From an optimization exercise on the open Yosys and OpenROAD flow, aimed at a short achievable clock period and few clock cycles per item; shortcuts taken in it are not production practice.
RTL that was checked went through simulation tests only; none was proved equivalent to the original.

## run 1
## processor
module processor (
    input  wire logic             clock_i,
    input  wire logic             reset_i,
    output logic [31:0]           imem_addr_o,
    input  wire logic [31:0]      imem_data_i,
    output logic [31:0]           dmem_addr_o,
    output logic [31:0]           dmem_wdata_o,
    output logic                  dmem_wren_o,
    input  wire logic [31:0]      dmem_rdata_i,
    output logic                  rf_write_en_o,
    output logic [4:0]            rf_write_reg_o,
    output logic [31:0]           rf_write_data_o,
    output logic [4:0]            rf_read_reg_a_o,
    output logic [4:0]            rf_read_reg_b_o,
    input  wire logic [31:0]      rf_read_data_a_i,
    input  wire logic [31:0]      rf_read_data_b_i
);
For scale: about 5100 cells after synthesis, roughly 470 flip-flops, about 0.030 mm² of cells after synthesis.
export LEC_CHECK = 0
export ABC_AREA = 1
export CAP_MARGIN = 20
export CORE_MARGIN = 2
export CORE_UTILIZATION = 40
export SETUP_SLACK_MARGIN = 4.5
export SLEW_MARGIN = 20
create_clock -name core_clock -period 7.0 [get_ports {clock_i}]
standard.sh (not shown) runs the stock make flow with config.mk's settings and CLKGATE_MAP_FILE= SYNTH_SCRIPT=/design/flow/synth_recipe.tcl, a recipe that flattens the netlist after the stock synthesis.
==> flow/flow/run.sh <==
#!/bin/bash
# The standard layout, with faster cells as the port buffers (ORFS's
# buffer_ports otherwise picks a delay cell, which repair_timing does not
# always resize). Every tool's output goes to a log file of its own.
set -euo pipefail
bash standard.sh "BUFFER_PORTS_ARGS=-buffer_cell sky130_fd_sc_hd__buf_6" finish > standard_flow.log 2>&1
Testbench counts of run 1, summed over its fixed seeds: cycles 20,727, instrs 18,352.
### run 1 -> run 2
-- flow/design.v --
<<< run 1, line 20
    output logic [W-1:0]      s_o
);
    localparam int LV = (W <= 2) ? 1 : (W <= 4) ? 2 : (W <= 8) ? 3 : (W <= 16) ? 4 : (W <= 32) ? 5 : 6;
    logic [(LV+1)*W-1:0] g;
    logic [(LV+1)*W-1:0] p;
>>> run 2, line 20
    output logic [W-1:0]      s_o
);
    localparam int LV = $clog2(W);
    logic [(LV+1)*W-1:0] g;
    logic [(LV+1)*W-1:0] p;
<<< run 1, line 175
    logic [4:0]  xm_rd;
    logic [31:0] xm_res;
    logic [31:0] xm_addr;     
    logic [31:0] xm_sd;
    logic        wb_en;
    logic [4:0]  wb_idx;
    logic [31:0] wb_data;
    logic [31:0] wb_out;      
    logic        f_stall;     
    logic        redirect;    
>>> run 2, line 175
    logic [4:0]  xm_rd;
    logic [31:0] xm_res;
    logic [31:0] xm_sd;
    logic        wb_en;
    logic [4:0]  wb_idx;
    logic [31:0] wb_data;
    logic        f_stall;     
    logic        redirect;    
<<< run 1, line 244
    );
    logic [31:0] pc_keep;
    logic [31:0] pc_nx;
    logic        f_go;
    logic        s_keep, s_j, s_seq, s_lo, s_hp, s_hm;
    logic        f_c;
    assign pc_keep = d_redir ? d_tgt : fd_pc1;
    assign f_go    = !d_redir && !f_stall;
    assign f_c     = f_lo[SHORT];
    assign s_keep = !f_go;
>>> run 2, line 242
    );
    logic [31:0] pc_keep;
    logic        f_go;
    logic        s_keep, s_j, s_seq, s_lo, s_hp, s_hm;
    logic        f_c;
    assign pc_keep = reset_i ? '0 : redirect ? dx_alt : d_redir ? d_tgt : fd_pc1;
    assign f_go    = !reset_i && !redirect && !d_redir && !f_stall;
    assign f_c     = f_lo[SHORT];
    assign s_keep = !f_go;
<<< run 1, line 257
    assign s_hp   = f_go && i_take && f_c && !imem_data_i[16];   
    assign s_hm   = f_go && i_take && !f_c && imem_data_i[16];   
    assign pc_nx[SHORT-1:0] = ({SHORT{s_keep}} & pc_keep[SHORT-1:0])
                            | ({SHORT{s_j}}    & imem_data_i[SHORT-1:0])
                            | ({SHORT{s_seq}}  & pc1[SHORT-1:0])
                            | ({SHORT{s_lo}}   & f_lo[SHORT-1:0]);
    assign pc_nx[31:SHORT]  = ({(32-SHORT){s_keep}} & pc_keep[31:SHORT])
                            | ({(32-SHORT){s_j}}    & {5'd0, imem_data_i[26:SHORT]})
                            | ({(32-SHORT){s_seq || (s_lo && !s_hp && !s_hm)}} & pc1[31:SHORT])
                            | ({(32-SHORT){s_hp}}   & pc_hi_p1)
                            | ({(32-SHORT){s_hm}}   & pc_hi_m1);
    always_ff @(posedge clock_i) begin
        if (reset_i) begin
            pc_q <= '0;
        end else begin
            pc_q <= redirect ? dx_alt : pc_nx;
        end
    end
    always_ff @(posedge clock_i) begin
>>> run 2, line 254
    assign s_hp   = f_go && i_take && f_c && !imem_data_i[16];   
    assign s_hm   = f_go && i_take && !f_c && imem_data_i[16];   
    always_ff @(posedge clock_i) begin
        pc_q[SHORT-1:0] <= ({SHORT{s_keep}} & pc_keep[SHORT-1:0])
                         | ({SHORT{s_j}}    & imem_data_i[SHORT-1:0])
                         | ({SHORT{s_seq}}  & pc1[SHORT-1:0])
                         | ({SHORT{s_lo}}   & f_lo[SHORT-1:0]);
        pc_q[31:SHORT]  <= ({(32-SHORT){s_keep}} & pc_keep[31:SHORT])
                         | ({(32-SHORT){s_j}}    & {5'd0, imem_data_i[26:SHORT]})
                         | ({(32-SHORT){s_seq || (s_lo && !s_hp && !s_hm)}} & pc1[31:SHORT])
                         | ({(32-SHORT){s_hp}}   & pc_hi_p1)
                         | ({(32-SHORT){s_hm}}   & pc_hi_m1);
    end
    always_ff @(posedge clock_i) begin
<<< run 1, line 398
        xm_rd  <= dx_rd;
        xm_res <= alu_res;
        xm_addr <= (dx_ld || dx_st) ? alu_res : '0;
        xm_sd  <= op_s;
        if (reset_i) begin
>>> run 2, line 390
        xm_rd  <= dx_rd;
        xm_res <= alu_res;
        xm_sd  <= op_s;
        if (reset_i) begin
<<< run 1, line 408
        end
    end
    assign dmem_addr_o  = xm_addr;
    assign dmem_wdata_o = xm_sd;
    assign dmem_wren_o  = xm_st;
>>> run 2, line 399
        end
    end
    assign dmem_addr_o  = xm_res;
    assign dmem_wdata_o = xm_sd;
    assign dmem_wren_o  = xm_st;
<<< run 1, line 414
        wb_idx  <= xm_rd;
        wb_data <= m_val;
        wb_out  <= xm_wr ? m_val : '0;
        if (reset_i) begin
            wb_en <= 1'b0;
>>> run 2, line 405
        wb_idx  <= xm_rd;
        wb_data <= m_val;
        if (reset_i) begin
            wb_en <= 1'b0;
<<< run 1, line 423
    assign rf_write_en_o   = wb_en;
    assign rf_write_reg_o  = wb_idx;
    assign rf_write_data_o = wb_out;
endmodule
`default_nettype wire
>>> run 2, line 413
    assign rf_write_en_o   = wb_en;
    assign rf_write_reg_o  = wb_idx;
    assign rf_write_data_o = wb_data;
endmodule
`default_nettype wire
--- outcome ---
- Going from run 1 to run 2, post-cts resize count grew by more than 10%.
- Run 2 vs. run 1: post-route standard cell area excluding fillers went down, total global-route track usage fell 1.3 points.
- [run 2 vs run 1] fraction of met3 tracks used by global routing: lower in run 2
- The number of vias per cell in run 2 sits about 1.1% below the value recorded for run 1.
- | final period utilization | lower: run 1 |
- Going from run 1 to run 2, depth of the most critical reg-to-reg path saw an increase, site row count decreased 5.
- Run 2 ends up with a register-to-register path setup slack that is 0.11 ns lower than in run 1.
- Changes observed in run 2 relative to run 1: largest net degree at the start of global routing grew by 7, post-synthesis sequential element count shrank by about 14%.
- A first element of the critical path of imem_data_i[9] is what run 2 shows, while imem_data_i[15] belongs to run 1.
Function not checked in run 2: the RTL went through the layout flow alone.

[port drivers added, routing unchanged]
The flow's constraints put no driver on any port. The routed layouts listed below were extracted and timed again, unchanged, in two steps. Step 1 (the two cells are an assumption about what drives the block):
set clk [get_ports {clock_i}]
set_driving_cell -lib_cell sky130_fd_sc_hd__clkbuf_16 $clk
set_driving_cell -lib_cell sky130_fd_sc_hd__buf_2 [delete_from_list [all_inputs] $clk]
Step 2, shift: input delay + t, output delay - t, t = (earliest + latest rising clock arrival at the registers) / 2. This alone moves slack from input paths to output paths. Slacks: ideal ports / drivers / drivers and shift; pairs: ideal ports / drivers.
| run | t (ns) | setup slack, ns | hold slack, ns | clock arrival spread, ns | worst register clock-pin slew, ns |
|---|---|---|---|---|---|
| run 1 | 0.708 | 4.207 / 4.195 / 3.487 | 0.333 / 0.333 / 0.333 | 0.039 / 0.039 | 0.07 / 0.07 |
| run 2 | 0.661 | 4.089 / 4.116 / 3.455 | 0.330 / 0.330 / 0.330 | 0.037 / 0.037 | 0.07 / 0.07 |
After both steps setup and hold are still met in every run listed. For run 1, which loses most, drivers alone change the setup slack by -0.012 ns; drivers and shift together by -0.720 ns.
